This is an optimization exercise on Yosys and OpenROAD, whose aim is small area and a short achievable clock period, not a production implementation.
Only simulation tests tie the RTL to the original design; equivalence was not proved.
Power is estimated from default activity; no workload was simulated.

[flow/config.mk]
export PLATFORM = sky130hd
export DESIGN_NAME = noc_router
export DESIGN_NICKNAME = noc_router
export VERILOG_FILES = /design/flow/design.v
export SDC_FILE = /design/flow/constraint.sdc
export NUM_CORES = 4
export LEC_CHECK = 0
export CAP_MARGIN = 20
export CORE_MARGIN = 2
export CORE_UTILIZATION = 40
export PLACE_DENSITY = 0.6
export SLEW_MARGIN = 20
[flow/constraint.sdc]
create_clock -name core_clock -period 10.0 [get_ports {clk}]
set_input_delay 2.0000 -clock core_clock [delete_from_list [all_inputs] [get_ports {clk}]]
set_output_delay 2.0000 -clock core_clock [all_outputs]
set_load 0.01 [all_outputs]
[flow/design.v]
package router_pkg;
    localparam int NUM_PORTS = 5;
    localparam int NUM_VCS   = 2;     
    localparam int PKT_W     = 64;    
    localparam int LINK_W    = 65;    
    localparam logic [2:0] PORT_PE = 3'd0;
    localparam logic [2:0] PORT_N  = 3'd1;
    localparam logic [2:0] PORT_E  = 3'd2;
    localparam logic [2:0] PORT_S  = 3'd3;
    localparam logic [2:0] PORT_W  = 3'd4;
    localparam int X_SIGN_BIT = 62;
    localparam int Y_SIGN_BIT = 61;
    localparam int X_HOPS_LSB = 52;
    localparam int Y_HOPS_LSB = 48;
    function automatic logic [4:0] route_onehot(input logic [63:0] pkt);
        logic x_nz, y_nz;
        logic [4:0] r;
        x_nz = pkt[X_HOPS_LSB +: 4] != 4'd0;
        y_nz = pkt[Y_HOPS_LSB +: 4] != 4'd0;
        r[0] = !x_nz && !y_nz;
        r[1] = !x_nz &&  y_nz && !pkt[Y_SIGN_BIT];
        r[2] =  x_nz && !pkt[X_SIGN_BIT];
        r[3] = !x_nz &&  y_nz &&  pkt[Y_SIGN_BIT];
        r[4] =  x_nz &&  pkt[X_SIGN_BIT];
        route_onehot = r;
    endfunction
endpackage
`timescale 1ns/100ps
module rr_arbiter (
    input  logic       enable,    
    input  logic [4:0] req,
    input  logic [2:0] ptr_cur,
    output logic [4:0] grant,
    output logic [2:0] ptr_next
);
    logic [4:0] first;       
    logic [4:0] masked;
    logic [4:0] pick;
    logic       multi_req;
    always_comb begin
        case (ptr_cur)
            3'd1:    first = 5'b11110;
            3'd2:    first = 5'b11100;
            3'd3:    first = 5'b11000;
            3'd4:    first = 5'b10000;
            default: first = 5'b11111;
        endcase
        masked = req & first;
        if (masked != 5'd0)
            pick = masked & (~masked + 5'd1);
        else
            pick = req & (~req + 5'd1);
        grant = enable ? pick : 5'd0;
    end
    assign multi_req = (req & (req - 5'd1)) != 5'd0;
    always_comb begin
        ptr_next = ptr_cur;
        if (enable && multi_req) begin
            case (1'b1)
                pick[0]: ptr_next = 3'd1;
                pick[1]: ptr_next = 3'd2;
                pick[2]: ptr_next = 3'd3;
                pick[3]: ptr_next = 3'd4;
                pick[4]: ptr_next = 3'd0;
                default: ptr_next = ptr_cur;
            endcase
        end
    end
endmodule
`timescale 1ns/100ps
module noc_input_bank (
    input  logic          clk,
    input  logic          reset,
    input  logic [324:0]  in_link,
    output logic [4:0]    in_ready,
    input  logic [4:0]    granted,     
    output logic [319:0]  head_pkt,    
    output logic [24:0]   req          
);
    logic [4:0]        full_x;     
    logic [4:0]        full_y;     
    logic [4:0][63:0]  pkt_x;
    logic [4:0][63:0]  pkt_y;
    always_ff @(posedge clk) begin
        if (reset) begin
            full_x <= '0;
            full_y <= '0;
        end else begin
            for (int i = 0; i < 5; i++) begin
                full_x[i] <= full_y[i] & ~granted[i];
                full_y[i] <= full_x[i] | in_link[65*i + 64];
            end
        end
    end
    always_ff @(posedge clk) begin
        for (int i = 0; i < 5; i++) begin
            pkt_x[i] <= pkt_y[i];
            pkt_y[i] <= full_x[i] ? pkt_x[i] : in_link[65*i +: 64];
        end
    end
    always_comb begin
        logic [4:0] r;
        req = '0;
        for (int i = 0; i < 5; i++) begin
            in_ready[i]        = ~full_x[i];
            head_pkt[64*i +: 64] = pkt_y[i];
            r = router_pkg::route_onehot(pkt_y[i]) & {5{full_y[i]}};
            for (int o = 0; o < 5; o++)
                req[5*o + i] = r[o];
        end
    end
endmodule
`timescale 1ns/100ps
module noc_output_port #(
    parameter int PORT = 0       
) (
    input  logic          clk,
    input  logic          reset,
    input  logic [319:0]  head_pkt,
    input  logic [4:0]    req,
    output logic [4:0]    grant,
    input  logic          out_ready,
    output logic [64:0]   out_link    
);
    logic          full_x;
    logic          full_y;
    logic [2:0]    ptr_x;
    logic [2:0]    ptr_y;
    logic [2:0]    ptr_next;
    logic [63:0]   pkt_x;
    logic [63:0]   pkt_y;
    logic [63:0]   sel_pkt;
    logic [63:0]   load_pkt;
    logic [63:0]   next_x;
    logic          send;
    logic [63:0]   out_pkt;
    rr_arbiter u_arb (
        .enable   (~full_y),
        .req      (req),
        .ptr_cur  (ptr_y),
        .grant    (grant),
        .ptr_next (ptr_next)
    );
    always_comb begin
        sel_pkt = '0;
        for (int i = 0; i < 5; i++)
            sel_pkt = sel_pkt | ({64{grant[i]}} & head_pkt[64*i +: 64]);
        load_pkt = sel_pkt;
        case (PORT)
            1, 3: begin                  
                load_pkt[55:52] = 4'd0;
                load_pkt[51:48] = sel_pkt[51:48] - 4'd1;
                load_pkt[61]    = (PORT == 3);
            end
            2, 4: begin                  
                load_pkt[55:52] = sel_pkt[55:52] - 4'd1;
                load_pkt[62]    = (PORT == 4);
            end
            default: begin               
                load_pkt[55:48] = 8'd0;
            end
        endcase
        next_x = full_y ? pkt_y : load_pkt;
    end
    always_ff @(posedge clk) begin
        if (reset) begin
            full_x <= 1'b0;
            full_y <= 1'b0;
            ptr_x  <= '0;
            ptr_y  <= '0;
        end else begin
            full_x <= full_y | (|grant);
            full_y <= full_x & ~out_ready;
            ptr_x  <= ptr_next;
            ptr_y  <= ptr_x;
        end
    end
    always_ff @(posedge clk) begin
        pkt_x <= next_x;
        pkt_y <= pkt_x;
    end
    assign send     = full_x & out_ready;
    always_comb begin
        out_pkt = pkt_x;
        case (PORT)
            1, 3: begin
                out_pkt[55:52] = 4'd0;
                out_pkt[61]    = (PORT == 3);
            end
            2, 4: out_pkt[62]    = (PORT == 4);
            default: out_pkt[55:48] = 8'd0;
        endcase
    end
    assign out_link = {send, out_pkt};
endmodule
`timescale 1ns/100ps
module noc_router (
    input  logic          clk,
    input  logic          reset,
    output logic          polarity,
    input  logic [324:0]  in_link,     
    output logic [4:0]    in_ready,
    output logic [324:0]  out_link,
    input  logic [4:0]    out_ready
);
    logic [319:0] head_pkt;    
    logic [24:0]  req;         
    logic [24:0]  grant;       
    logic [4:0]   granted;
    always_ff @(posedge clk) begin
        if (reset)
            polarity <= 1'b0;
        else
            polarity <= ~polarity;
    end
    always_comb begin
        granted = '0;
        for (int o = 0; o < 5; o++)
            granted = granted | grant[5*o +: 5];
    end
    noc_input_bank u_in_bank (
        .clk      (clk),
        .reset    (reset),
        .in_link  (in_link),
        .in_ready (in_ready),
        .granted  (granted),
        .head_pkt (head_pkt),
        .req      (req)
    );
    for (genvar o = 0; o < 5; o++) begin : g_out
        noc_output_port #(
            .PORT (o)
        ) u_out (
            .clk       (clk),
            .reset     (reset),
            .head_pkt  (head_pkt),
            .req       (req[5*o +: 5]),
            .grant     (grant[5*o +: 5]),
            .out_ready (out_ready[o]),
            .out_link  (out_link[65*o +: 65])
        );
    end
endmodule
[flow/run.sh]
#!/bin/bash
# synth_recipe.tcl (not shown) runs the flow's synth.tcl, then flattens the netlist and writes it again
# the make line also repeats each setting of config.mk as NAME=value (left out here)
make -C /OpenROAD-flow-scripts/flow DESIGN_CONFIG=/design/flow/config.mk WORK_HOME=/design/flow/orfs CLKGATE_MAP_FILE= SYNTH_SCRIPT=/design/flow/synth_recipe.tcl finish
==> flow_summary_export.csv, run 1 <==
group,metric,value,unit
final_layout,final_common_cell,"dfxtp_1",
logic_synthesis,synth_edf_count,0,
logic_synthesis,synth-compound-area-share,23.06,%
sta,period_needed,5.135,ns
cts,path_clk_slew,0.06,ns
drt,postRouteAntennaNets,0,
logic_synthesis,muxShareOfSynthArea,8.360,%
final_layout,design_area,56440,um^2
logic_synthesis,netlist_instances,3909,
die,ios,663,
logic_synthesis,ys_warn_count,8,
cts,cts_setup_buffers,0,
final_layout,post-route-util,51.64,%
sta,slew_headroom,20.94,%
sta,hold_viol,0,
global_routing,grt_pass1_vias,35160,
die,fp.dieH,336.5,um
global_routing,gr-total-overflow,0,
die,die_x,336.5,um
logic_synthesis,synth_top_family_by_area,"compound AO/OA/AOI/OAI gates",
final_layout,final_cell_mix,"1281 x dfxtp_1, 641 x clkdlybuf4s50_1, 322 x mux2_2",
logic_synthesis,synth_top_area_share,58.46,%
cts,clk_latency,0.75,ns
global_routing,grt_pass1_wl,258000,um
sta,tns,0,ns
cts,cts_buffers,135,
global_routing,track_usage,31.49,%
logic_synthesis,yosys_register_bits,1291,
sta,max_freq,0.1947,GHz
die,placementRows,121,
logic_synthesis,synthesis.area,44210,um^2
logic_synthesis,yosys.cell_types.count,83,
critical_path,arrival,3.13,ns
die,dieArea,113200,um^2
logic_synthesis,yosys_most_used_dff,"dfxtp_1",
die,core_area,109300,um^2
sta,whs,0.3400,ns
critical_path,critical_path_class,"primary input to primary output",
placement,gp_congestion,0.9151,
sta,worst_pin_slew,1.186,ns
critical_path,crit_required,8.00,ns
sta,rsz0062_at_grt,"no",
cts,cts_root_buf,"clkbuf_16",
die,start_util,40.45,%
final_layout,nFillCells,9873,
critical_path,cp_max_fo,2,
drt,drtPass1Iterations,6,
final_layout,drive_gt1_share,15.33,%
sta,post-route-period-util,51.35,%
drt,drc,0,
placement,place_ws,4.851,ns
drt,wl,185100,um
placement,placed_cell_area,51910,um^2
cts,post_cts_resized,0,
placement,io_buffers,642,
cts,clock-sinks,1291,
power_and_ir_drop,p_leak,0.02086,uW
logic_synthesis,yosysTopAreaCell,"dfxtp_1",
logic_synthesis,async_reset_ff_share,0,%
drt,viasPerCell,6.116,
drt,drtIter0Drc,4968,
run,max-cap-violations,0,
critical_path,endpoint_kind,"primary output",
cts,cts_buffer_depth,3,
final_layout,layout.nets,4777,
logic_synthesis,synth-simple-area-share,4.740,%
drt,routedWlPerCell,30.71,um
placement,dp_hpwl,110600,um
sta,setup-violations-final,0,
sta,drv_slew,0,
hold_path,hp-class,"flop to flop",
logic_synthesis,yosys-top-cells-area,"dfxtp_1 58%, mux2_2 8.2%, a221o_1 7.1%",
cts,cts_tree,"done",
sta,setup_ws,4.865,ns
critical_path,crit_path_start_kind,"primary input",
power_and_ir_drop,vdd_drop_max,0.1507,mV
global_routing,grt_max_degree,57,
logic_synthesis,yosys.area_share.adder,0.1811,%
sta,fin_skew,0.02238,ns
cts,htreeDepth,4,
drt,vias,36860,
global_routing,antenna_found_initial,17,
run_status,status,"complete, no violations",
logic_synthesis,synthXorXnorAreaFrac,0.09905,%
logic_synthesis,syn_avg_cell_area,11.31,um^2
power_and_ir_drop,power_density,221.9,nW/um^2
final_layout,syn2layout_area_growth,27.67,%
cts,hold_buffers,0,
logic_synthesis,seq_area_frac_synth,58.46,%
## layer usage
metal / up-vias / track usage [%] / part of all wire, %
met5: - / 0 / 0.043
met4: 12 / 14.17 / 4.6
met3: 527 / 8.288 / 11
met2: 2502 / 48.85 / 44
met1: 18000 / 41.12 / 40
li1: 15820 / - / -
## power breakdown
| group | internal [uW] | leakage (uW) | switching, uW |
|---|---|---|---|
| registers | 5670 | 0.0107 | 442 |
| clock network | 3030 | 0.00222 | 2090 |
| logic | 675 | 0.00789 | 623 |
| total | 9370 | 0.0209 | 3150 |
## Yosys cell counts (all sizes together) (10+ instances only)
cell type,instances
a21boi,47
nor4,22
a21oi,240
mux2,322
or4,10
nor3,29
nor2b,24
nand3,15
a2bb2oi,17
a221oi,163
a221o,315
nor2,59
o2111ai,11
nand4,12
a22oi,108
a31o,49
a211oi,10
and2,15
clkbuf,249
o21a,10
inv,245
dfxtp,1291
buf,69
nor3b,11
a32oi,100
a31oi,14
nand2,183
o21ai,74
o22ai,59
## final timing paths
| kind | from | end | slack (ns) | cells after the start |
|---|---|---|---|---|
| min | g_out[1].u_out.pkt_x[24]$_DFF_P_ | g_out[1].u_out.pkt_y[24]$_DFF_P_ | 0.34 | 0 |
| max | out_ready[2] | out_link[194] | 4.87 | 3 |
| min reg2reg | g_out[1].u_out.pkt_x[24]$_DFF_P_ | g_out[1].u_out.pkt_y[24]$_DFF_P_ | 0.34 | 0 |
| max reg2reg | u_in_bank.pkt_y[51]$_DFF_P_ | g_out[0].u_out.pkt_x[27]$_DFF_P_ | 5.14 | 9 |
## registers in the layout (all words and copies together) (netlist names)
name                flops
g_out.u_out.ptr_y      15
polarity                1
g_out.u_out.full_y      5
g_out.u_out.pkt_x     300
u_in_bank.full_x        5
g_out.u_out.ptr_x      15
g_out.u_out.full_x      5
u_in_bank.pkt_x       320
g_out.u_out.pkt_y     300
u_in_bank.full_y        5
u_in_bank.pkt_y       320
## stage by stage
| stage | total power (uW) | cells |
|---|---|---|
| after floorplan | 6628 | 3927 |
| after global placement | 7474 | 5780 |
| after detailed placement | 7482 | 5780 |
| after CTS | 12560 | 6017 |
| after global routing | 12900 | 6024 |
| final | 12530 | 6027 |
## critical path: stages
cell,delay (ns)
clkdlybuf4s50_1,0.48
and2_1,0.13
clkdlybuf4s50_1,0.53
## area by class of cell
cell class / instances / area, um^2 / share of cell area [%]
diodes: 10 / 25.02 / 0.04434
clock buffers: 201 / 4036 / 7.151
clock inverters: 36 / 475.5 / 0.8424
inverters: 247 / 927.1 / 1.643
multi-input cells: 2071 / 16430 / 29.11
flip-flops and latches: 1291 / 25880 / 45.86
well taps: 1476 / 1847 / 3.272
repair buffers: 695 / 6819 / 12.08
## cell families after synthesis
logic type	after synthesis
and+or+nand+nor	421
AOI/OAI and AO/OA	1289
adders and majority gates	7
muxes	329
DFF	1291
other	2
buffers and inverters	565
xor gates and xnor gates	5
==> run 2: changes to the inputs <==
--- a/flow/config.mk
+++ b/flow/config.mk
@@ -5,6 +5,7 @@
 export SDC_FILE = /design/flow/constraint.sdc
 export NUM_CORES = 4
 export LEC_CHECK = 0
+export ABC_AREA = 1
 export CAP_MARGIN = 20
 export CORE_MARGIN = 2
 export CORE_UTILIZATION = 40
==> run 2 against run 1 <==
Via count rose by 10%. Final area decreased by 0.89%. Critical path depth is 15 higher. Register-to-register slack worse by 0.61 ns. Highest routed layer unchanged. Still clean on timing, DRC and antenna.
==> flow_summary_export.csv, run 2 <==
group,metric,value,unit
run_status,status,"complete, no violations",
die,start_util,40.30,%
final_layout,final_common_cell,"nand2_1",
die,placementRows,121,
logic_synthesis,synthXorXnorAreaFrac,0.03993,%
logic_synthesis,yosysTopAreaCell,"dfxtp_1",
critical_path,r2r-end,"g_out[0].u_out.pkt_x[29]$_DFF_P_",
logic_synthesis,synthesis.area,43870,um^2
cts,htreeDepth,4,
sta,fin_skew,0.03090,ns
logic_synthesis,yosys.cell_types.count,44,
die,core_area,108900,um^2
cts,cts_tree,"done",
critical_path,arrival,6.15,ns
final_layout,final_cell_mix,"1799 x nand2_1, 1282 x dfxtp_1, 642 x clkdlybuf4s50_1",
logic_synthesis,yosys-top-cells-area,"dfxtp_1 59%, nand2_1 15%, nand3_1 3.5%",
hold_path,hold_path_end,"g_out[2].u_out.pkt_y[55]$_DFF_P_",
cts,clk_latency,0.76,ns
placement,io_buffers,642,
final_layout,nFillCells,10160,
drt,wl,196400,um
logic_synthesis,netlist_instances,5219,
logic_synthesis,synth_edf_count,0,
placement,gp_congestion,0.9409,
critical_path,crit_path_start_kind,"flop",
logic_synthesis,yosys.area_share.adder,0.1369,%
power_and_ir_drop,p_int,9617,uW
critical_path,crit_chain,"nor2_1 -> nand3_1 -> nor2_4 -> nand3_1 -> o21ai_2 -> nor2_4 -> buf_4 -> nand2_2 -> nor2_4 -> nand3_1 -> nand2_2 -> inv_2 -> nor2_4 -> buf_4 -> nand2_1 -> nand3_1 -> o21ai_1 -> inv_1",
cts,path_clk_slew,0.06,ns
placement,dp_hpwl,120900,um
drt,routedWlPerCell,26.95,um
sta,period_needed,5.469,ns
power_and_ir_drop,p_sw_share,26.96,%
cts,cts_buffer_depth,3,
cts,hold_buffers,0,
critical_path,r2r_cells,18,
logic_synthesis,ys_warn_count,8,
critical_path,critical_path_class,"flop to flop",
hold_path,hold_path_depth,0,
critical_path,path_delay_family,"simple AND/OR/NAND/NOR gates",
cts,clock-sinks,1291,
power_and_ir_drop,p_clk_share,40.3,%
drt,vias,40530,
sta,setup-violations-final,0,
sta,post-route-period-util,54.69,%
logic_synthesis,muxShareOfSynthArea,0,%
power_and_ir_drop,pwr-share-seq,47.5,%
critical_path,cpPeakStageDelay,0.83,ns
power_and_ir_drop,power_density,235.4,nW/um^2
power_and_ir_drop,p_sw,3550,uW
sta,rsz0062_at_grt,"no",
die,die_x,335.2,um
power_and_ir_drop,comb_power_share,12.3,%
logic_synthesis,syn_avg_cell_area,8.406,um^2
logic_synthesis,async_reset_ff_share,0,%
critical_path,cp_max_fo,50,
critical_path,cp_slowest_cell,"buf_4",
cts,cts_setup_buffers,0,
critical_path,crit_required,10.68,ns
global_routing,grt_pass1_wl,274500,um
logic_synthesis,yosys_most_used_dff,"dfxtp_1",
final_layout,multi_input_area,15330,um^2
cts,post_cts_resized,0,
global_routing,track_usage,33.93,%
drt,drc,0,
logic_synthesis,synth_most_common_cell,"nand2_1",
power_and_ir_drop,vdd_drop_max,0.1555,mV
cts,cts_buffers,135,
sta,tns,0,ns
logic_synthesis,synth_top_family_by_area,"simple AND/OR/NAND/NOR gates",
sta,slew_headroom,13.70,%
run,max-cap-violations,0,
die,dieArea,112300,um^2
final_layout,layout.nets,6102,
critical_path,r2r_slack,4.53,ns
global_routing,grt_pass1_vias,38360,
logic_synthesis,synth_top_area_share,58.91,%
drt,drtIter0Drc,5396,
final_layout,drive_gt1_share,6.795,%
critical_path,endpoint_kind,"flop",
logic_synthesis,ys_top_cells_by_count,"1809 x nand2_1, 1291 x dfxtp_1, 358 x inv_1",
critical_path,regToRegStartpoint,"u_in_bank.pkt_y[116]$_DFF_P_",
global_routing,antenna_found_initial,8,
critical_path,crit_buf_inv,4,
hold_path,min_from,"g_out[2].u_out.pkt_x[55]$_DFF_P_",
die,fp.dieH,335.2,um
drt,drtPass1Iterations,6,
logic_synthesis,synth-compound-area-share,11.43,%
placement,dp_cells,7043,
drt,postRouteAntennaNets,0,
sta,worst_pin_slew,1.294,ns
sta,hold_viol,0,
logic_synthesis,yosys_register_bits,1291,
final_layout,register_area,25880,um^2
hold_path,hp-class,"flop to flop",
drt,viasPerCell,5.561,
final_layout,syn2layout_area_growth,27.51,%
final_layout,final_cells,7288,
global_routing,gr-total-overflow,0,
final_layout,biggestRegsByFlops,"u_in_bank.pkt_x x320, u_in_bank.pkt_y x320",
global_routing,grt_max_degree,63,
logic_synthesis,seq_area_frac_synth,58.91,%
die,ios,663,
sta,max_freq,0.1828,GHz
cts,cts_root_buf,"clkbuf_16",
sta,drv_slew,0,
power_and_ir_drop,p_leak,0.02440,uW
logic_synthesis,synth-simple-area-share,22.83,%
run 2: cell types whose count changed after synthesis, sizes merged, moves of 108 or more:
cell     previous run  this run
a221o             315         0
a221oi            163         0
a22oi             108         0
clkbuf            249       135
inv               245       374
mux2              322         0
nand2             183      1819
nand3              15       312
nor2               59       184
o2111ai            11       153
o22ai              59       221
run 2: worst max-delay path by stage:
stage	start	end	slack, ns	depth (start not counted)
global placement	u_in_bank.pkt_y[116]$_DFF_P_	g_out[0].u_out.pkt_x[12]$_DFF_P_	4.85	18
CTS	u_in_bank.pkt_y[116]$_DFF_P_	g_out[0].u_out.pkt_x[3]$_DFF_P_	4.66	18
global route	u_in_bank.pkt_y[119]$_DFF_P_	g_out[0].u_out.pkt_x[14]$_DFF_P_	4.36	18
floorplan	out_ready[1]	out_link[129]	5.80	3
detailed placement	u_in_bank.pkt_y[116]$_DFF_P_	g_out[0].u_out.pkt_x[29]$_DFF_P_	4.71	18
finish	u_in_bank.pkt_y[116]$_DFF_P_	g_out[0].u_out.pkt_x[29]$_DFF_P_	4.53	18
run 2: cell families (layout without fill, tap and decap cells):
| kind of cell | after synthesis | after routing |
|---|---|---|
| compound gates | 793 | 793 |
| xor+xnor | 2 | 2 |
| fa+ha+maj | 5 | 5 |
| buf+inv | 681 | 1316 |
| flops | 1291 | 1291 |
| other cells | 2 | 22 |
| simple gates | 2445 | 2445 |
run 2: through the flow:
stage | hold WS, ns | util (%) | total power, uW | worst slack [ns] | area [um^2]
global route | 0.3485 | 51.39 | 13560 | 4.359 | 55940
detailed placement | 0.3356 | 47.08 | 7906 | 4.706 | 51250
global placement | 0.3333 | 47.08 | 7910 | 4.848 | 51250
CTS | 0.3473 | 51.38 | 13160 | 4.662 | 55930
floorplan | 0.3308 | - | 6833 | 5.803 | 43940
finish | 0.3482 | 51.39 | 13170 | 4.531 | 55940
run 2: layout make-up:
type	count	share of cell area [%]
antenna	2	0.008947
clock buffer	177	6.755
clock inverter	66	1.615
inverter	377	2.565
multi-input combinational	3265	27.41
sequential	1291	46.26
tap	1414	3.163
timing repair buffer	696	12.22
run 2: routing by layer:
metal | routed length [um] | share of wire [%] | global-route usage (%)
met5 | 9 | 0.0046 | 0
met4 | 11710 | 6.0 | 18.25
met3 | 22110 | 11 | 8.328
met2 | 84140 | 43 | 51.45
met1 | 78420 | 40 | 44.47
run 2: worst reg2reg max path, cell delays in order (launching register included):
cell and delay, ns:
dfxtp_1 0.39, nor2_1 0.07, nand3_1 0.21, nor2_4 0.22, nand3_1 0.17, o21ai_2 0.09
nor2_4 0.07, buf_4 0.83, nand2_2 0.15, nor2_4 0.20, nand3_1 0.11, nand2_2 0.79
inv_2 0.57, nor2_4 0.72, buf_4 0.44, nand2_1 0.13, nand3_1 0.09, o21ai_1 0.07
inv_1 0.08
run 2: power groups by stage:
stage	sequential, uW	combinational [uW]	clock [uW]
after detailed placement	6330	1580	0
final	6250	1610	5300
after CTS	6230	1590	5340
after global placement	6330	1580	0
after global routing	6300	1700	5560
after floorplan	6210	620	0
==> run 3: changes to the inputs <==
==> flow/flow/run.sh (new file) <==
#!/bin/bash
# Own layout flow: the standard flow, with
#  - the standard flow's synthesis script, but an area-oriented ABC mapping script
#  - small buffers on the ports instead of the clkdlybuf4s50 cells that
#    buffer_ports picks by default
# Each tool's output goes to a log file in the work folder.
set -euo pipefail
WORK=$(pwd)
export FLOW_FLOW_DIR=$WORK/flow
{ head -n 1 synth_recipe.tcl; cat flow/abc_override.tcl; tail -n +2 synth_recipe.tcl; } > own_synth.tcl
export BUFFER_PORTS_ARGS="-buffer_cell sky130_fd_sc_hd__buf_1"
bash standard.sh SYNTH_SCRIPT=$WORK/own_synth.tcl finish > standard_flow.log 2>&1
==> flow/flow/abc_override.tcl (new file) <==
# Map with an area-oriented ABC script instead of ORFS's; everything else in
# the synthesis is the standard one
proc abc {args} {
  set i [lsearch -exact $args -script]
  if { $i >= 0 } {
    lset args [expr {$i + 1}] $::env(FLOW_FLOW_DIR)/area.abc
  }
  yosys abc {*}$args
}
==> flow/flow/area.abc (new file) <==
&get -n
&st
&dch -f
&nf -a -R 1000
&put
==> flow/standard.sh (new file) <==
#!/bin/bash
# synth_recipe.tcl (not shown) runs the flow's synth.tcl, then flattens the netlist and writes it again
# the make line also repeats each setting of config.mk as NAME=value (left out here)
make -C /OpenROAD-flow-scripts/flow DESIGN_CONFIG=/design/flow/config.mk WORK_HOME=/design/flow/orfs CLKGATE_MAP_FILE= SYNTH_SCRIPT=/design/flow/synth_recipe.tcl "${@:-finish}"
--- a/flow/config.mk
+++ b/flow/config.mk
@@ -5,7 +5,6 @@
 export SDC_FILE = /design/flow/constraint.sdc
 export NUM_CORES = 4
 export LEC_CHECK = 0
-export ABC_AREA = 1
 export CAP_MARGIN = 20
 export CORE_MARGIN = 2
 export CORE_UTILIZATION = 40
removed: flow/run.sh
==> run 3 against run 2 <==
Area after synthesis decreased by 8.7%. Clock power decreased by 4%. Total power decreased by 7.7%. Cell count decreased by 21%. Clock skew decreased by 0.0043 ns. Sequential cell count unchanged. Setup slack improved by 0.53 ns. Sequential power decreased by 2%. Clock-buffer cell count increased by 8. Global-route usage decreased by 4.0 points.
==> flow_summary_export.csv, run 3 <==
group,metric,value,unit
run_status,status,"complete, no violations",
sta,setup-violations-final,0,
logic_synthesis,ys_top_cells_by_count,"1291 x dfxtp_1, 947 x nand2_1, 320 x mux2_1",
drt,drtPass1Iterations,13,
logic_synthesis,synthesis.area,40060,um^2
power_and_ir_drop,p_leak,0.01860,uW
die,die_x,320.5,um
global_routing,grt_max_degree,56,
logic_synthesis,synth_top_family_by_area,"simple AND/OR/NAND/NOR gates",
global_routing,antenna_found_initial,11,
sta,rsz0062_at_grt,"no",
final_layout,final_common_cell,"dfxtp_1",
cts,clock-sinks,1291,
final_layout,layout.nets,4691,
die,dieArea,102700,um^2
sta,max_freq,0.2024,GHz
critical_path,crit_chain,"nor4_1 -> nand3_1 -> a211oi_1 -> nor4_1 -> and2_0 -> a21oi_1 -> nor2b_4 -> buf_4 -> a222oi_1 -> nand4_1",
critical_path,cpPeakStageDelay,0.95,ns
cts,hold_buffers,0,
logic_synthesis,synthXorXnorAreaFrac,0.2623,%
placement,gp_congestion,0.8966,
critical_path,path_common_cell,"nor4_1",
logic_synthesis,yosys-top-cells-area,"dfxtp_1 65%, mux2_1 9.0%, nand2_1 8.9%",
logic_synthesis,netlist_instances,3538,
logic_synthesis,ys_warn_count,8,
drt,drc,0,
drt,vias,34170,
critical_path,endpoint_kind,"flop",
global_routing,track_usage,29.90,%
critical_path,path_delay_family,"simple AND/OR/NAND/NOR gates",
placement,io_buffers,642,
critical_path,critical_path_class,"flop to flop",
global_routing,gr-total-overflow,0,
global_routing,grt_pass1_vias,32380,
critical_path,crit_buf_inv,1,
critical_path,crit_path_start_kind,"flop",
logic_synthesis,seq_area_frac_synth,64.51,%
final_layout,final_cells,5763,
critical_path,cp_slowest_cell,"nor2b_4",
logic_synthesis,yosys_register_bits,1291,
cts,cts_buffers,133,
drt,routedWlPerCell,27.52,um
logic_synthesis,synth-compound-area-share,9.047,%
logic_synthesis,yosys_most_used_dff,"dfxtp_1",
logic_synthesis,syn_avg_cell_area,11.32,um^2
logic_synthesis,synth_most_common_cell,"dfxtp_1",
cts,cts_setup_buffers,0,
placement,dp_hpwl,94570,um
cts,cts_root_buf,"clkbuf_16",
die,fp.dieH,320.5,um
sta,period_needed,4.941,ns
logic_synthesis,yosys.cell_types.count,43,
placement,dp_cells,5518,
logic_synthesis,muxShareOfSynthArea,9.044,%
final_layout,final_cell_mix,"1281 x dfxtp_1, 947 x nand2_1, 641 x buf_1",
sta,slew_headroom,21.32,%
sta,drv_slew,0,
hold_path,hp-class,"flop to flop",
sta,hold_viol,0,
die,placementRows,116,
logic_synthesis,synth_edf_count,0,
die,start_util,40.18,%
power_and_ir_drop,vdd_drop_max,0.1671,mV
drt,drtIter0Drc,6297,
cts,clk_latency,0.76,ns
logic_synthesis,synth_top_area_share,64.51,%
final_layout,syn2layout_area_growth,22.52,%
critical_path,cp_max_fo,30,
critical_path,crit_required,10.69,ns
cts,cts_tree,"done",
die,ios,663,
final_layout,drive_gt1_share,6.661,%
cts,htreeDepth,4,
die,core_area,99710,um^2
sta,post-route-period-util,49.41,%
cts,post_cts_resized,0,
logic_synthesis,synth-simple-area-share,16.28,%
logic_synthesis,async_reset_ff_share,0,%
logic_synthesis,yosys.area_share.adder,0.1749,%
sta,tns,0,ns
drt,postRouteAntennaNets,0,
power_and_ir_drop,power_density,247.6,nW/um^2
sta,worst_pin_slew,1.180,ns
cts,cts_buffer_depth,3,
run,max-cap-violations,0,
drt,wl,158600,um
final_layout,biggestRegsByFlops,"u_in_bank.pkt_x x320, u_in_bank.pkt_y x320",
cts,path_clk_slew,0.06,ns
logic_synthesis,yosysTopAreaCell,"dfxtp_1",
critical_path,arrival,5.63,ns
sta,fin_skew,0.02656,ns
global_routing,grt_pass1_wl,225200,um
drt,viasPerCell,5.930,
final_layout,nFillCells,9132,
run 3: cell types whose count changed in the layout (fill, tap and decap cells not counted), sizes merged, moves of 38 or more:
cell,before,now
nand3,312,25
nor2,184,87
a222oi,0,300
mux2,0,320
o22ai,221,0
nand2,1819,947
o21ai,69,31
a21oi,280,25
inv,381,9
buf,54,688
nand4,82,285
o2111ai,153,0
clkdlybuf4s50,642,0
run 3: worst register-to-register path, delay by kind of cell, from the launching register on:
family	cells	cell delay (ns)
AO/OA/AOI/OAI	3	1.06
buffers and inverters	1	0.69
flip-flops	1	0.38
AND/OR/NAND/NOR	6	2.74
run 3: power by group:
group | switching, uW | internal, uW | total, uW | leakage, uW
combinational | 573 | 335 | 908 | 0.00562
clock | 2140 | 2960 | 5100 | 0.00223
sequential | 448 | 5700 | 6140 | 0.0107
total | 3170 | 8990 | 12200 | 0.0186
run 3: stage by stage:
step	utilization [%]	power, uW	hold WS [ns]	setup slack [ns]	cell area (um^2)
after global placement	44.69	7115	0.3325	5.421	44560
after floorplan	-	6544	0.3623	4.488	40130
after detailed placement	44.69	7120	0.3329	5.332	44560
after global routing	49.22	12550	0.3418	4.949	49080
after CTS	49.21	12190	0.3332	5.319	49070
final	49.23	12150	0.3383	5.059	49090
run 3: final timing paths:
| path | startpoint | end | slack [ns] | cells after the start |
|---|---|---|---|---|
| max | u_in_bank.pkt_y[179]$_DFF_P_ | g_out[0].u_out.pkt_x[17]$_DFF_P_ | 5.06 | 10 |
| min reg2reg | g_out[2].u_out.pkt_x[6]$_DFF_P_ | g_out[2].u_out.pkt_y[6]$_DFF_P_ | 0.34 | 0 |
| max reg2reg | u_in_bank.pkt_y[179]$_DFF_P_ | g_out[0].u_out.pkt_x[17]$_DFF_P_ | 5.06 | 10 |
| min | g_out[2].u_out.pkt_x[6]$_DFF_P_ | g_out[2].u_out.pkt_y[6]$_DFF_P_ | 0.34 | 0 |
run 3: layer usage:
layer / vias up / share of wire [%] / wire, um / global-route usage (%)
met4: 12 / 4.2 / 6586 / 12.90
met3: 424 / 12 / 18480 / 7.842
met1: 16570 / 40 / 63340 / 39.85
met2: 2397 / 44 / 70110 / 45.70
met5: - / 0.049 / 77 / 0
li1: 14780 / - / - / -
run 3: cell type report:
type | instances | area [um^2] | share of cell area, %
Antenna cell | 6 | 15.01 | 0.03059
Clock buffer | 185 | 3850 | 7.843
Clock inverter | 54 | 665.6 | 1.356
Inverter | 21 | 78.83 | 0.1606
Multi-Input combinational cell | 2219 | 14210 | 28.94
Sequential cell | 1291 | 25880 | 52.73
Tap cell | 1298 | 1624 | 3.309
Timing Repair Buffer | 689 | 2764 | 5.631
run 3: cell families after synthesis:
kind of cell / after synthesis
AO/OA/AOI/OAI: 401
buffers and inverters: 46
XOR/XNOR: 12
multiplexers: 322
flip-flops: 1291
adder cells (fa/ha/maj): 6
AND/OR/NAND/NOR: 1458
other: 2
==> run 4: changes to the inputs <==
--- a/flow/design.v
+++ b/flow/design.v
@@ -12,16 +12,14 @@
     localparam int Y_SIGN_BIT = 61;
     localparam int X_HOPS_LSB = 52;
     localparam int Y_HOPS_LSB = 48;
-    function automatic logic [4:0] route_onehot(input logic [63:0] pkt);
-        logic x_nz, y_nz;
+    function automatic logic [4:0] route_onehot(input logic x_nz, input logic y_nz,
+                                                input logic x_sign, input logic y_sign);
         logic [4:0] r;
-        x_nz = pkt[X_HOPS_LSB +: 4] != 4'd0;
-        y_nz = pkt[Y_HOPS_LSB +: 4] != 4'd0;
         r[0] = !x_nz && !y_nz;
-        r[1] = !x_nz &&  y_nz && !pkt[Y_SIGN_BIT];
-        r[2] =  x_nz && !pkt[X_SIGN_BIT];
-        r[3] = !x_nz &&  y_nz &&  pkt[Y_SIGN_BIT];
-        r[4] =  x_nz &&  pkt[X_SIGN_BIT];
+        r[1] = !x_nz &&  y_nz && !y_sign;
+        r[2] =  x_nz && !x_sign;
+        r[3] = !x_nz &&  y_nz &&  y_sign;
+        r[4] =  x_nz &&  x_sign;
         route_onehot = r;
     endfunction
 endpackage
@@ -81,6 +79,8 @@
     logic [4:0]        full_y;     
     logic [4:0][63:0]  pkt_x;
     logic [4:0][63:0]  pkt_y;
+    logic [4:0]        xnz_x, ynz_x;    
+    logic [4:0]        xnz_y, ynz_y;    
     always_ff @(posedge clk) begin
         if (reset) begin
             full_x <= '0;
@@ -95,7 +95,17 @@
     always_ff @(posedge clk) begin
         for (int i = 0; i < 5; i++) begin
             pkt_x[i] <= pkt_y[i];
-            pkt_y[i] <= full_x[i] ? pkt_x[i] : in_link[65*i +: 64];
+            xnz_x[i] <= xnz_y[i];
+            ynz_x[i] <= ynz_y[i];
+            if (full_x[i]) begin
+                pkt_y[i] <= pkt_x[i];
+                xnz_y[i] <= xnz_x[i];
+                ynz_y[i] <= ynz_x[i];
+            end else begin
+                pkt_y[i] <= in_link[65*i +: 64];
+                xnz_y[i] <= in_link[65*i + 52 +: 4] != 4'd0;
+                ynz_y[i] <= in_link[65*i + 48 +: 4] != 4'd0;
+            end
         end
     end
     always_comb begin
@@ -104,7 +114,7 @@
         for (int i = 0; i < 5; i++) begin
             in_ready[i]        = ~full_x[i];
             head_pkt[64*i +: 64] = pkt_y[i];
-            r = router_pkg::route_onehot(pkt_y[i]) & {5{full_y[i]}};
+            r = router_pkg::route_onehot(xnz_y[i], ynz_y[i], pkt_y[i][62], pkt_y[i][61]) & {5{full_y[i]}};
             for (int o = 0; o < 5; o++)
                 req[5*o + i] = r[o];
         end
@@ -160,7 +170,8 @@
                 load_pkt[55:48] = 8'd0;
             end
         endcase
-        next_x = full_y ? pkt_y : load_pkt;
+        next_x = ({64{full_y}} & pkt_y) | load_pkt;
+        next_x[55:48] = full_y ? pkt_y[55:48] : load_pkt[55:48];
     end
     always_ff @(posedge clk) begin
         if (reset) begin
==> flow/flow/run.sh (replaced) <==
#!/bin/bash
# Own layout flow: the standard flow, with
#  - the standard flow's synthesis script, but an area-oriented ABC mapping script
#  - small buffers on the ports instead of the clkdlybuf4s50 cells that
#    buffer_ports picks by default
#  - timing repair aiming well past the 10 ns target
# Each tool's output goes to a log file in the work folder.
set -euo pipefail
WORK=$(pwd)
export FLOW_FLOW_DIR=$WORK/flow
{ head -n 1 synth_recipe.tcl; cat flow/abc_override.tcl; tail -n +2 synth_recipe.tcl; } > own_synth.tcl
export BUFFER_PORTS_ARGS="-buffer_cell sky130_fd_sc_hd__buf_1"
# The clock target is 10 ns, so without a margin timing repair never runs;
# ask it to aim for a shorter achieved period
export SETUP_SLACK_MARGIN=5.6
bash standard.sh SYNTH_SCRIPT=$WORK/own_synth.tcl finish > standard_flow.log 2>&1
--- a/flow/config.mk
+++ b/flow/config.mk
@@ -8,5 +8,6 @@
 export CAP_MARGIN = 20
 export CORE_MARGIN = 2
 export CORE_UTILIZATION = 40
+export CTS_BUF_LIST = sky130_fd_sc_hd__clkbuf_4 sky130_fd_sc_hd__clkbuf_8
 export PLACE_DENSITY = 0.6
 export SLEW_MARGIN = 20
==> run 4 against run 3 <==
Sequential share of layout area up 0.52 points. Highest routed layer unchanged. Non-clock buffer count up 10. Combinational power up 27%. Final area up 0.57%.
==> flow_summary_export.csv, run 4 <==
group,metric,value,unit
power_and_ir_drop,vdd_drop_max,0.1240,mV
die,fp.dieH,321.2,um
drt,viasPerCell,5.897,
sta,whs,0.3398,ns
logic_synthesis,yosys_register_bits,1311,
critical_path,cp_max_fo,2,
sta,drv_slew,0,
cts,htreeDepth,4,
final_layout,final_common_cell,"dfxtp_1",
drt,wl,162500,um
die,start_util,40.31,%
sta,worst_pin_slew,1.230,ns
logic_synthesis,ys_top_cells_by_count,"1311 x dfxtp_1, 503 x nand2_1, 320 x mux2_1",
critical_path,regToRegStartpoint,"u_in_bank.full_y[0]$_SDFF_PP0_",
power_and_ir_drop,power_density,249.8,nW/um^2
sta,period_needed,4.384,ns
logic_synthesis,synth_most_common_cell,"dfxtp_1",
logic_synthesis,yosys.cell_types.count,43,
logic_synthesis,seq_area_frac_synth,65.21,%
logic_synthesis,async_reset_ff_share,0,%
critical_path,crit_buf_inv,2,
sta,slew_headroom,18.03,%
cts,cts_setup_buffers,0,
drt,routedWlPerCell,28.44,um
critical_path,arrival,2.38,ns
placement,gp_congestion,0.8467,
cts,cts_buffer_depth,3,
die,placementRows,116,
logic_synthesis,synth_edf_count,0,
final_layout,final_cell_mix,"1300 x dfxtp_1, 635 x buf_1, 503 x nand2_1",
final_layout,biggestRegsByFlops,"u_in_bank.pkt_x x320, u_in_bank.pkt_y x320",
cts,cts_root_buf,"clkbuf_8",
global_routing,grt_pass1_wl,227800,um
global_routing,track_usage,30.32,%
cts,cts_tree,"done",
final_layout,nFillCells,9189,
drt,drtIter0Drc,5411,
logic_synthesis,yosys_most_used_dff,"dfxtp_1",
sta,setup_ws,5.616,ns
critical_path,cp_slowest_cell,"and2_4",
critical_path,cpPeakStageDelay,0.14,ns
hold_path,hp-class,"flop to flop",
final_layout,register_area,26280,um^2
drt,drtPass1Iterations,9,
final_layout,post-route-util,49.44,%
die,dieArea,103200,um^2
logic_synthesis,yosys-top-cells-area,"dfxtp_1 65%, mux2_1 9.0%, a222oi_1 7.5%",
final_layout,multi_input_area,14060,um^2
final_layout,drive_gt1_share,10.72,%
logic_synthesis,ys_warn_count,8,
sta,hold_viol,0,
sta,max_freq,0.2281,GHz
global_routing,grt_pass1_vias,32370,
cts,path_clk_slew,0.05,ns
sta,fin_skew,0.03963,ns
hold_path,min_from,"g_out[1].u_out.pkt_x[0]$_DFF_P_",
die,die_x,321.2,um
sta,post-route-period-util,43.84,%
critical_path,crit_path_start_kind,"primary input",
run_status,status,"complete, no violations",
logic_synthesis,syn_avg_cell_area,12.00,um^2
drt,vias,33700,
placement,place_ws,5.483,ns
final_layout,layout.nets,4588,
sta,setup-violations-final,0,
sta,tns,0,ns
critical_path,path_delay_family,"buffers and inverters",
die,ios,663,
drt,drc,0,
critical_path,path_common_cell,"buf_2",
placement,dp_hpwl,94720,um
global_routing,gr-total-overflow,0,
logic_synthesis,netlist_instances,3353,
critical_path,endpoint_kind,"primary output",
cts,hold_buffers,0,
critical_path,crit_required,8.00,ns
die,core_area,99860,um^2
placement,io_buffers,642,
power_and_ir_drop,p_total,12330,uW
global_routing,antenna_found_initial,23,
drt,postRouteAntennaNets,0,
run,max-cap-violations,0,
critical_path,critical_path_class,"primary input to primary output",
logic_synthesis,yosysTopAreaCell,"dfxtp_1",
power_and_ir_drop,p_leak,0.01939,uW
cts,cts_buffers,205,
logic_synthesis,synth_top_area_share,65.21,%
critical_path,startpoint,"out_ready[1]",
final_layout,syn2layout_area_growth,22.65,%
cts,clk_latency,0.90,ns
logic_synthesis,synthesis.area,40250,um^2
critical_path,crit_chain,"buf_2 -> and2_4 -> buf_2",
global_routing,grt_max_degree,62,
cts,clock-sinks,1311,
sta,rsz0062_at_grt,"no",
-- run 4: power breakdown --
part / switching (uW) / internal, uW
clock network: 2130 / 2690
registers: 478 / 5880
logic: 751 / 404
-- run 4: final cells by class --
type | count | area share (%)
clock buffers | 318 | 8.055
clock inverters | 41 | 0.9074
diodes | 13 | 0.06590
multi-input cells | 2016 | 28.48
well taps | 1298 | 3.290
repair buffers | 699 | 5.817
flip-flops and latches | 1311 | 53.24
inverters | 19 | 0.1445
-- run 4: kinds of logic after synthesis --
logic type      after synthesis  synth area share [%]
fa+ha+maj                     6                0.1741
flops                      1311                 65.21
buf+inv                      44                0.6435
compound gates              681                 14.00
other cells                   2               0.01866
xor+xnor                     11                0.2394
mux                         321                 8.978
simple gates                977                 10.73
-- run 4: worst register-to-register path, stage by stage (launching register included) --
cell and delay, ns:
dfxtp_1 0.51, nor3b_1 0.50, clkinv_1 0.17, nor3b_1 0.44, nor3_1 0.15, nand2_1 0.10, nor2_1 0.08, a31oi_1 0.44
nor2_4 0.26, buf_4 0.50, or4_1 0.64, nor3_1 0.14, nor2_1 0.06
-- run 4: worst paths after layout --
kind | to | slack [ns] | cells past startpoint
max | out_link[129] | 5.62 | 3
min | g_out[1].u_out.pkt_y[0]$_DFF_P_ | 0.34 | 0
max reg2reg | g_out[0].u_out.full_x$_SDFF_PP0_ | 5.91 | 12
min reg2reg | g_out[1].u_out.pkt_y[0]$_DFF_P_ | 0.34 | 0
-- run 4: timing repair --
item,CTS,global route
endpoints found under the setup margin,2,4
gates cloned,0,0
pin swaps,1,0
gates resized for setup,7,4
-- run 4: metrics by stage --
| step | std cells | cell area (um^2) |
|---|---|---|
| final | 5715 | 49360 |
| after global routing | 5714 | 49360 |
| after CTS | 5702 | 49320 |
| after detailed placement | 5343 | 44890 |
| after global placement | 5342 | 44870 |
| after floorplan | 3371 | 40380 |
-- run 4: routing by layer --
layer | global-route usage [%] | vias to the layer above | wire [um]
met5 | 0 | - | 125
met4 | 13.23 | 20 | 6926
met3 | 7.864 | 469 | 17840
met2 | 48.01 | 2327 | 73570
met1 | 39.02 | 16250 | 64080
li1 | - | 14640 | -
==> run 5: changes to the inputs <==
--- a/flow/design.v
+++ b/flow/design.v
@@ -77,17 +77,20 @@
 );
     logic [4:0]        full_x;     
     logic [4:0]        full_y;     
+    logic [4:0]        empty_x;    
     logic [4:0][63:0]  pkt_x;
     logic [4:0][63:0]  pkt_y;
     logic [4:0]        xnz_x, ynz_x;    
     logic [4:0]        xnz_y, ynz_y;    
     always_ff @(posedge clk) begin
         if (reset) begin
-            full_x <= '0;
-            full_y <= '0;
+            full_x  <= '0;
+            empty_x <= '1;
+            full_y  <= '0;
         end else begin
             for (int i = 0; i < 5; i++) begin
-                full_x[i] <= full_y[i] & ~granted[i];
+                full_x[i]  <= full_y[i] & ~granted[i];
+                empty_x[i] <= ~full_y[i] | granted[i];
                 full_y[i] <= full_x[i] | in_link[65*i + 64];
             end
         end
@@ -97,22 +100,16 @@
             pkt_x[i] <= pkt_y[i];
             xnz_x[i] <= xnz_y[i];
             ynz_x[i] <= ynz_y[i];
-            if (full_x[i]) begin
-                pkt_y[i] <= pkt_x[i];
-                xnz_y[i] <= xnz_x[i];
-                ynz_y[i] <= ynz_x[i];
-            end else begin
-                pkt_y[i] <= in_link[65*i +: 64];
-                xnz_y[i] <= in_link[65*i + 52 +: 4] != 4'd0;
-                ynz_y[i] <= in_link[65*i + 48 +: 4] != 4'd0;
-            end
+            pkt_y[i] <= ({64{full_x[i]}} & pkt_x[i]) | ({64{empty_x[i]}} & in_link[65*i +: 64]);
+            xnz_y[i] <= (full_x[i] & xnz_x[i]) | (empty_x[i] & (in_link[65*i + 52 +: 4] != 4'd0));
+            ynz_y[i] <= (full_x[i] & ynz_x[i]) | (empty_x[i] & (in_link[65*i + 48 +: 4] != 4'd0));
         end
     end
     always_comb begin
         logic [4:0] r;
         req = '0;
         for (int i = 0; i < 5; i++) begin
-            in_ready[i]        = ~full_x[i];
+            in_ready[i]        = empty_x[i];
             head_pkt[64*i +: 64] = pkt_y[i];
             r = router_pkg::route_onehot(xnz_y[i], ynz_y[i], pkt_y[i][62], pkt_y[i][61]) & {5{full_y[i]}};
             for (int o = 0; o < 5; o++)
@@ -121,6 +118,13 @@
     end
 endmodule
 `timescale 1ns/100ps
+module noc_aoi222 (
+    input  logic [2:0] a,
+    input  logic [2:0] b,
+    output logic       y
+);
+    assign y = ~((a[0] & b[0]) | (a[1] & b[1]) | (a[2] & b[2]));
+endmodule
 module noc_output_port #(
     parameter int PORT = 0       
 ) (
@@ -151,6 +155,20 @@
         .grant    (grant),
         .ptr_next (ptr_next)
     );
+    logic [63:0] half_a;
+    logic [63:0] half_b;
+    for (genvar k = 0; k < 64; k++) begin : g_bit
+        noc_aoi222 u_a (
+            .a ({grant[2], grant[1], grant[0]}),
+            .b ({head_pkt[128 + k], head_pkt[64 + k], head_pkt[k]}),
+            .y (half_a[k])
+        );
+        noc_aoi222 u_b (
+            .a ({full_y, grant[4], grant[3]}),
+            .b ({pkt_y[k], head_pkt[256 + k], head_pkt[192 + k]}),
+            .y (half_b[k])
+        );
+    end
     always_comb begin
         sel_pkt = '0;
         for (int i = 0; i < 5; i++)
@@ -170,7 +188,7 @@
                 load_pkt[55:48] = 8'd0;
             end
         endcase
-        next_x = ({64{full_y}} & pkt_y) | load_pkt;
+        next_x = ~(half_a & half_b);
         next_x[55:48] = full_y ? pkt_y[55:48] : load_pkt[55:48];
     end
     always_ff @(posedge clk) begin
--- a/flow/config.mk
+++ b/flow/config.mk
@@ -7,7 +7,7 @@
 export LEC_CHECK = 0
 export CAP_MARGIN = 20
 export CORE_MARGIN = 2
-export CORE_UTILIZATION = 40
+export CORE_UTILIZATION = 55
 export CTS_BUF_LIST = sky130_fd_sc_hd__clkbuf_4 sky130_fd_sc_hd__clkbuf_8
-export PLACE_DENSITY = 0.6
+export PLACE_DENSITY = 0.7
 export SLEW_MARGIN = 20
==> run 5 against run 4 <==
Total power is 0.85% lower. Area after synthesis decreased by 3.2%. Utilization increased by 18 points. Die area fell by 29%. Critical endpoint is now out_link[64]. Largest cell class unchanged. Largest power group unchanged.
==> flow_summary_export.csv, run 5 <==
group,metric,value,unit
cts,cts_buffer_depth,3,
global_routing,gr-total-overflow,0,
sta,hold_viol,0,
logic_synthesis,synthesis.area,38950,um^2
sta,period_needed,4.368,ns
logic_synthesis,yosys-top-cells-area,"dfxtp_1 68%, a222oi_1 13%, a22o_1 7.5%",
critical_path,crit_required,8.00,ns
die,die_x,270.1,um
logic_synthesis,muxShareOfSynthArea,0,%
cts,post_cts_resized,0,
hold_path,hp-class,"flop to flop",
critical_path,critical_path_class,"primary input to primary output",
sta,rsz0062_at_grt,"no",
critical_path,arrival,2.37,ns
die,dieArea,72960,um^2
cts,path_clk_slew,0.06,ns
logic_synthesis,synth-simple-area-share,7.694,%
cts,cts_root_buf,"clkbuf_8",
die,core_area,70030,um^2
power_and_ir_drop,vdd_drop_max,0.1745,mV
sta,drv_slew,0,
logic_synthesis,synth_top_family_by_area,"compound AO/OA/AOI/OAI gates",
logic_synthesis,yosys_register_bits,1316,
global_routing,grt_pass1_wl,224000,um
sta,fin_skew,0.05528,ns
placement,dp_hpwl,90700,um
final_layout,biggestRegsByFlops,"u_in_bank.pkt_x x320, u_in_bank.pkt_y x320",
final_layout,syn2layout_area_growth,21.33,%
final_layout,final_cell_mix,"1294 x dfxtp_1, 639 x buf_1, 496 x a222oi_1",
sta,post-route-period-util,43.68,%
sta,whs,0.3417,ns
logic_synthesis,yosysTopAreaCell,"dfxtp_1",
final_layout,final_common_cell,"dfxtp_1",
cts,hold_buffers,0,
logic_synthesis,syn_avg_cell_area,12.60,um^2
logic_synthesis,yosys.cell_types.count,40,
cts,clk_latency,0.85,ns
logic_synthesis,synth_edf_count,0,
cts,cts_buffers,194,
critical_path,startpoint,"out_ready[0]",
cts,htreeDepth,4,
critical_path,r2r-end,"g_out[1].u_out.pkt_x[51]$_DFF_P_",
global_routing,track_usage,41.81,%
critical_path,cp_max_fo,2,
run_status,status,"complete, no violations",
critical_path,critPathCapture,"out_link[64]",
power_and_ir_drop,power_density,258.8,nW/um^2
drt,drtPass1Iterations,13,
drt,drtIter0Drc,6933,
logic_synthesis,synth-compound-area-share,23.61,%
logic_synthesis,ys_top_cells_by_count,"1316 x dfxtp_1, 496 x a222oi_1, 399 x nand2_1",
global_routing,antenna_found_initial,16,
placement,gp_congestion,0.8846,
critical_path,r2r_cells,14,
critical_path,r2r_slack,6.15,ns
critical_path,crit_path_start_kind,"primary input",
logic_synthesis,netlist_instances,3092,
logic_synthesis,yosys_most_used_dff,"dfxtp_1",
final_layout,nFillCells,5547,
global_routing,grt_max_degree,58,
global_routing,grt_pass1_vias,32770,
logic_synthesis,synthXorXnorAreaFrac,0.2699,%
logic_synthesis,ys_warn_count,8,
sta,tns,0,ns
drt,viasPerCell,6.811,
final_layout,post-route-util,67.48,%
die,start_util,55.61,%
logic_synthesis,yosys.area_share.adder,0.1285,%
power_and_ir_drop,p_leak,0.01960,uW
cts,clock-sinks,1316,
die,placementRows,97,
logic_synthesis,seq_area_frac_synth,67.65,%
critical_path,regToRegStartpoint,"u_in_bank.xnz_y[0]$_DFF_P_",
final_layout,drive_gt1_share,11.04,%
sta,worst_pin_slew,1.264,ns
drt,wl,160100,um
logic_synthesis,async_reset_ff_share,0,%
sta,setup-violations-final,0,
cts,cts_setup_buffers,0,
sta,max_freq,0.2289,GHz
drt,vias,34460,
sta,slew_headroom,15.54,%
run,max-cap-violations,0,
drt,postRouteAntennaNets,0,
final_layout,layout.nets,4303,
drt,routedWlPerCell,31.63,um
die,fp.dieH,270.1,um
logic_synthesis,synth_most_common_cell,"dfxtp_1",
logic_synthesis,synth_top_area_share,67.65,%
cts,cts_tree,"done",
die,ios,663,
critical_path,endpoint_kind,"primary output",
drt,drc,0,
placement,io_buffers,642,
==> run 5: per-stage QoR <==
step / instance area [um^2] / total power, uW / worst slack, ns / cells
3_5_place_dp: 43140 / 7724 / 5.628 / 4711
6_report: 47250 / 12230 / 5.632 / 5060
2_1_floorplan: 39150 / 7002 / 5.574 / 3110
3_3_place_gp: 43120 / 7698 / 5.636 / 4710
4_1_cts: 47210 / 12160 / 5.630 / 5045
5_1_grt: 47240 / 12570 / 5.605 / 5055
==> run 5: logic make-up (layout without fill, tap and decap cells) <==
logic type,count (synthesis),after routing
buffers and inverters,41,1036
DFF,1316,1316
xor gates and xnor gates,12,12
and+or+nand+nor,694,694
other,2,35
AOI/OAI and AO/OA,1023,1023
adders and majority gates,4,4
==> run 5: report_power, final <==
| part | leakage (uW) | switching, uW | total, uW | internal, uW |
|---|---|---|---|---|
| sequential | 0.0110 | 543 | 6490 | 5940 |
| combinational | 0.00646 | 783 | 1210 | 430 |
| clock | 0.00217 | 2070 | 4530 | 2460 |
==> run 5: layout make-up <==
| cell class | count | area [um^2] | area share (%) |
|---|---|---|---|
| Clock buffer | 296 | 3680 | 7.787 |
| Timing Repair Buffer | 686 | 2756 | 5.833 |
| Multi-Input combinational cell | 1753 | 12740 | 26.96 |
| Antenna cell | 15 | 37.54 | 0.07944 |
| Tap cell | 940 | 1176 | 2.489 |
| Inverter | 16 | 60.06 | 0.1271 |
| Sequential cell | 1316 | 26410 | 55.89 |
| Clock inverter | 38 | 395.4 | 0.8367 |
==> run 5: worst min path at each step <==
stage                                            end  slack (ns)  cells after the start                             start
floorplan                 u_in_bank.ynz_x[2]$_DFF_P_        0.34                      0        u_in_bank.ynz_y[2]$_DFF_P_
global placement     g_out[3].u_out.pkt_y[4]$_DFF_P_        0.33                      0   g_out[3].u_out.pkt_x[4]$_DFF_P_
detailed placement  g_out[2].u_out.pkt_y[47]$_DFF_P_        0.34                      0  g_out[2].u_out.pkt_x[47]$_DFF_P_
CTS                  g_out[0].u_out.pkt_y[5]$_DFF_P_        0.35                      0   g_out[0].u_out.pkt_x[5]$_DFF_P_
global route        g_out[0].u_out.pkt_y[24]$_DFF_P_        0.35                      0  g_out[0].u_out.pkt_x[24]$_DFF_P_
finish              g_out[0].u_out.pkt_y[24]$_DFF_P_        0.34                      0  g_out[0].u_out.pkt_x[24]$_DFF_P_
==> run 5: layer usage <==
layer	vias to the layer above	global-route usage [%]	routed length, um
met5	-	0	43
met4	8	25.61	10590
met3	685	12.70	23440
met2	2985	63.74	69770
met1	16430	52.13	56200
li1	14360	-	-
==> run 5: critical path: stages <==
cell    delay, ns
buf_1        0.09
and2_0       0.13
buf_1        0.15
==> run 6: changes to the inputs <==
--- a/flow/flow/run.sh
+++ b/flow/flow/run.sh
@@ -12,5 +12,5 @@
 export BUFFER_PORTS_ARGS="-buffer_cell sky130_fd_sc_hd__buf_1"
 # The clock target is 10 ns, so without a margin timing repair never runs;
 # ask it to aim for a shorter achieved period
-export SETUP_SLACK_MARGIN=5.6
+export SETUP_SLACK_MARGIN=5.7
 bash standard.sh SYNTH_SCRIPT=$WORK/own_synth.tcl finish > standard_flow.log 2>&1
--- a/flow/config.mk
+++ b/flow/config.mk
@@ -8,6 +8,8 @@
 export CAP_MARGIN = 20
 export CORE_MARGIN = 2
 export CORE_UTILIZATION = 55
-export CTS_BUF_LIST = sky130_fd_sc_hd__clkbuf_4 sky130_fd_sc_hd__clkbuf_8
+export CTS_BUF_LIST = sky130_fd_sc_hd__clkbuf_16
+export CTS_CLUSTER_DIAMETER = 80
+export CTS_CLUSTER_SIZE = 25
 export PLACE_DENSITY = 0.7
 export SLEW_MARGIN = 20
==> run 6 against run 5 <==
Fmax rose by 0.53%. Total power fell by 15%. Critical path type unchanged. Combinational power barely moved.
==> flow_summary_export.csv, run 6 <==
group,metric,value,unit
critical_path,crit_path_start_kind,"primary input",
sta,worst_pin_slew,1.296,ns
logic_synthesis,ys_warn_count,8,
critical_path,critical_path_class,"primary input to primary output",
drt,drc,0,
logic_synthesis,synth_edf_count,0,
cts,htreeDepth,2,
logic_synthesis,yosys-top-cells-area,"dfxtp_1 68%, a222oi_1 13%, a22o_1 7.5%",
global_routing,antenna_found_initial,13,
cts,cts_buffer_depth,3,
sta,hold_viol,0,
final_layout,syn2layout_area_growth,15.12,%
sta,slew_headroom,13.61,%
die,start_util,55.61,%
sta,tns,0,ns
logic_synthesis,yosys.cell_types.count,40,
logic_synthesis,synth_top_area_share,67.65,%
placement,io_buffers,642,
final_layout,final_cell_mix,"1292 x dfxtp_1, 634 x buf_1, 496 x a222oi_1",
cts,clock-sinks,1316,
logic_synthesis,seq_area_frac_synth,67.65,%
global_routing,track_usage,40.36,%
critical_path,r2r_cells,16,
run,max-cap-violations,0,
logic_synthesis,yosysTopAreaCell,"dfxtp_1",
hold_path,min_from,"g_out[0].u_out.pkt_x[30]$_DFF_P_",
die,dieArea,72960,um^2
cts,cts_buffers,59,
logic_synthesis,synthesis.area,38950,um^2
die,ios,663,
global_routing,gr-total-overflow,0,
global_routing,grt_max_degree,66,
sta,max_freq,0.2301,GHz
logic_synthesis,netlist_instances,3092,
critical_path,regToRegStartpoint,"u_in_bank.full_y[0]$_SDFF_PP0_",
critical_path,arrival,2.35,ns
final_layout,biggestRegsByFlops,"u_in_bank.pkt_x x320, u_in_bank.pkt_y x320",
power_and_ir_drop,vdd_drop_max,0.1656,mV
sta,post-route-period-util,43.45,%
final_layout,final_common_cell,"dfxtp_1",
critical_path,cp_max_fo,2,
final_layout,drive_gt1_share,5.323,%
sta,fin_skew,0.04020,ns
cts,cts_root_buf,"clkbuf_16",
placement,dp_hpwl,89990,um
hold_path,hp-class,"flop to flop",
drt,wl,154500,um
logic_synthesis,syn_avg_cell_area,12.60,um^2
power_and_ir_drop,power_density,231.6,nW/um^2
final_layout,register_area,26410,um^2
cts,clk_latency,0.70,ns
critical_path,r2r_slack,5.87,ns
logic_synthesis,synth_most_common_cell,"dfxtp_1",
critical_path,r2r-end,"g_out[1].u_out.pkt_x[49]$_DFF_P_",
logic_synthesis,async_reset_ff_share,0,%
drt,postRouteAntennaNets,0,
global_routing,grt_pass1_wl,218000,um
drt,routedWlPerCell,32.22,um
run_status,status,"complete, no violations",
global_routing,grt_pass1_vias,31890,
logic_synthesis,ys_top_cells_by_count,"1316 x dfxtp_1, 496 x a222oi_1, 399 x nand2_1",
sta,setup-violations-final,0,
cts,path_clk_slew,0.10,ns
placement,gp_congestion,0.9152,
sta,period_needed,4.345,ns
die,core_area,70030,um^2
drt,drtPass1Iterations,15,
final_layout,post-route-util,64.02,%
logic_synthesis,yosys_most_used_dff,"dfxtp_1",
hold_path,hold_path_depth,0,
sta,drv_slew,0,
critical_path,crit_required,8.00,ns
power_and_ir_drop,p_total,10390,uW
final_layout,layout.nets,4178,
logic_synthesis,yosys_register_bits,1316,
die,fp.dieH,270.1,um
drt,drtIter0Drc,6367,
final_layout,nFillCells,5692,
final_layout,multi_input_area,12760,um^2
drt,viasPerCell,6.977,
cts,cts_tree,"done",
die,placementRows,97,
power_and_ir_drop,p_leak,0.01830,uW
critical_path,endpoint_kind,"primary output",
sta,rsz0062_at_grt,"yes",
drt,vias,33460,
hold_path,hold_path_end,"g_out[0].u_out.pkt_y[30]$_DFF_P_",
die,die_x,270.1,um
[run 6: worst max-delay path by stage]
stage	from	cells past startpoint	end	slack, ns
global route	out_ready[1]	3	out_link[129]	5.63
finish	out_ready[3]	3	out_link[259]	5.65
floorplan	u_in_bank.full_y[0]$_SDFF_PP0_	16	g_out[1].u_out.pkt_x[50]$_DFF_P_	5.57
global placement	out_ready[1]	3	out_link[129]	5.64
CTS	out_ready[3]	3	out_link[259]	5.65
detailed placement	out_ready[3]	3	out_link[259]	5.61
[run 6: cell families after synthesis]
group	share of synthesized area, %
AO/OA/AOI/OAI	23.61
buffers and inverters	0.6361
other	0.01928
AND/OR/NAND/NOR	7.694
adder cells (fa/ha/maj)	0.1285
XOR/XNOR	0.2699
flip-flops	67.65
[run 6: layout make-up]
cell class	instances	share of cell area, %
sequential	1316	58.91
timing repair buffer	696	6.315
clock inverter	10	0.1870
inverter	16	0.1340
antenna	5	0.02791
multi-input combinational	1753	28.45
clock buffer	60	3.349
tap	940	2.623
[run 6: timing repair]
item                       4_1_cts  5_1_grt
hold buffers                     0        0
buffers inserted                 5        2
resized for setup                6        5
setup endpoints to repair        5        5
pin swaps                        5        0
[run 6: metrics by stage]
step	hold slack, ns	area (um^2)	cells	worst slack [ns]
2_1_floorplan	0.3449	39170	3110	5.574
5_1_grt	0.3503	44830	4793	5.628
4_1_cts	0.3533	44800	4789	5.647
3_3_place_gp	0.3326	43170	4714	5.639
6_report	0.3485	44830	4796	5.655
3_5_place_dp	0.3333	43170	4714	5.612
[run 6: worst max-delay path, stage by stage]
cell      delay (ns)
clkbuf_2        0.09
and2_4          0.13
buf_2           0.13
[run 6: layer usage]
layer	wire [um]	track usage, %	part of all wire (%)	vias up
met2	67510	61.62	44	2764
met5	123	0	0.080	-
li1	-	-	-	13990
met4	10200	24.20	6.6	18
met1	54720	50.77	35	16060
met3	21970	11.75	14	628
[run 6: power breakdown]
part           internal [uW]  switching (uW)
Clock                   1080            1620
Combinational            432             761
Sequential              5930             552

re-timing with driven ports:
How much do the figures lean on ideal ports? The routed layouts below were timed once more, with nothing changed but the port constraints. Step 1 assumes that a clkbuf_16 drives the clock port and a buf_2 every other input. Step 2 also shifts input and output timing later by t, the mid clock arrival at the registers, as if the neighbouring blocks saw the same clock. Slacks: no drivers / after step 1 / after step 2; pairs: no drivers / after step 1.
run | t, ns | slack for setup (ns) | worst setup path after step 2 | clock arrival spread, ns | cell pins on the clock port's net
run 1 | 0.817 | 4.865 / 4.842 / 4.842 | input to output | 0.024 / 0.023 | 1
run 2 | 0.816 | 4.531 / 4.531 / 4.531 | register to register | 0.037 / 0.037 | 1
run 3 | 0.816 | 5.059 / 5.059 / 5.059 | register to register | 0.027 / 0.027 | 1
run 4 | 0.948 | 5.616 / 5.596 / 5.596 | input to output | 0.040 / 0.040 | 1
run 5 | 0.894 | 5.632 / 5.610 / 5.610 | input to output | 0.056 / 0.056 | 1
run 6 | 0.746 | 5.655 / 5.628 / 5.628 | input to output | 0.042 / 0.041 | 1
After both steps setup and hold are still met in every run listed. For run 6, which loses most, drivers alone change the setup slack by -0.027 ns; drivers and shift together by -0.027 ns.
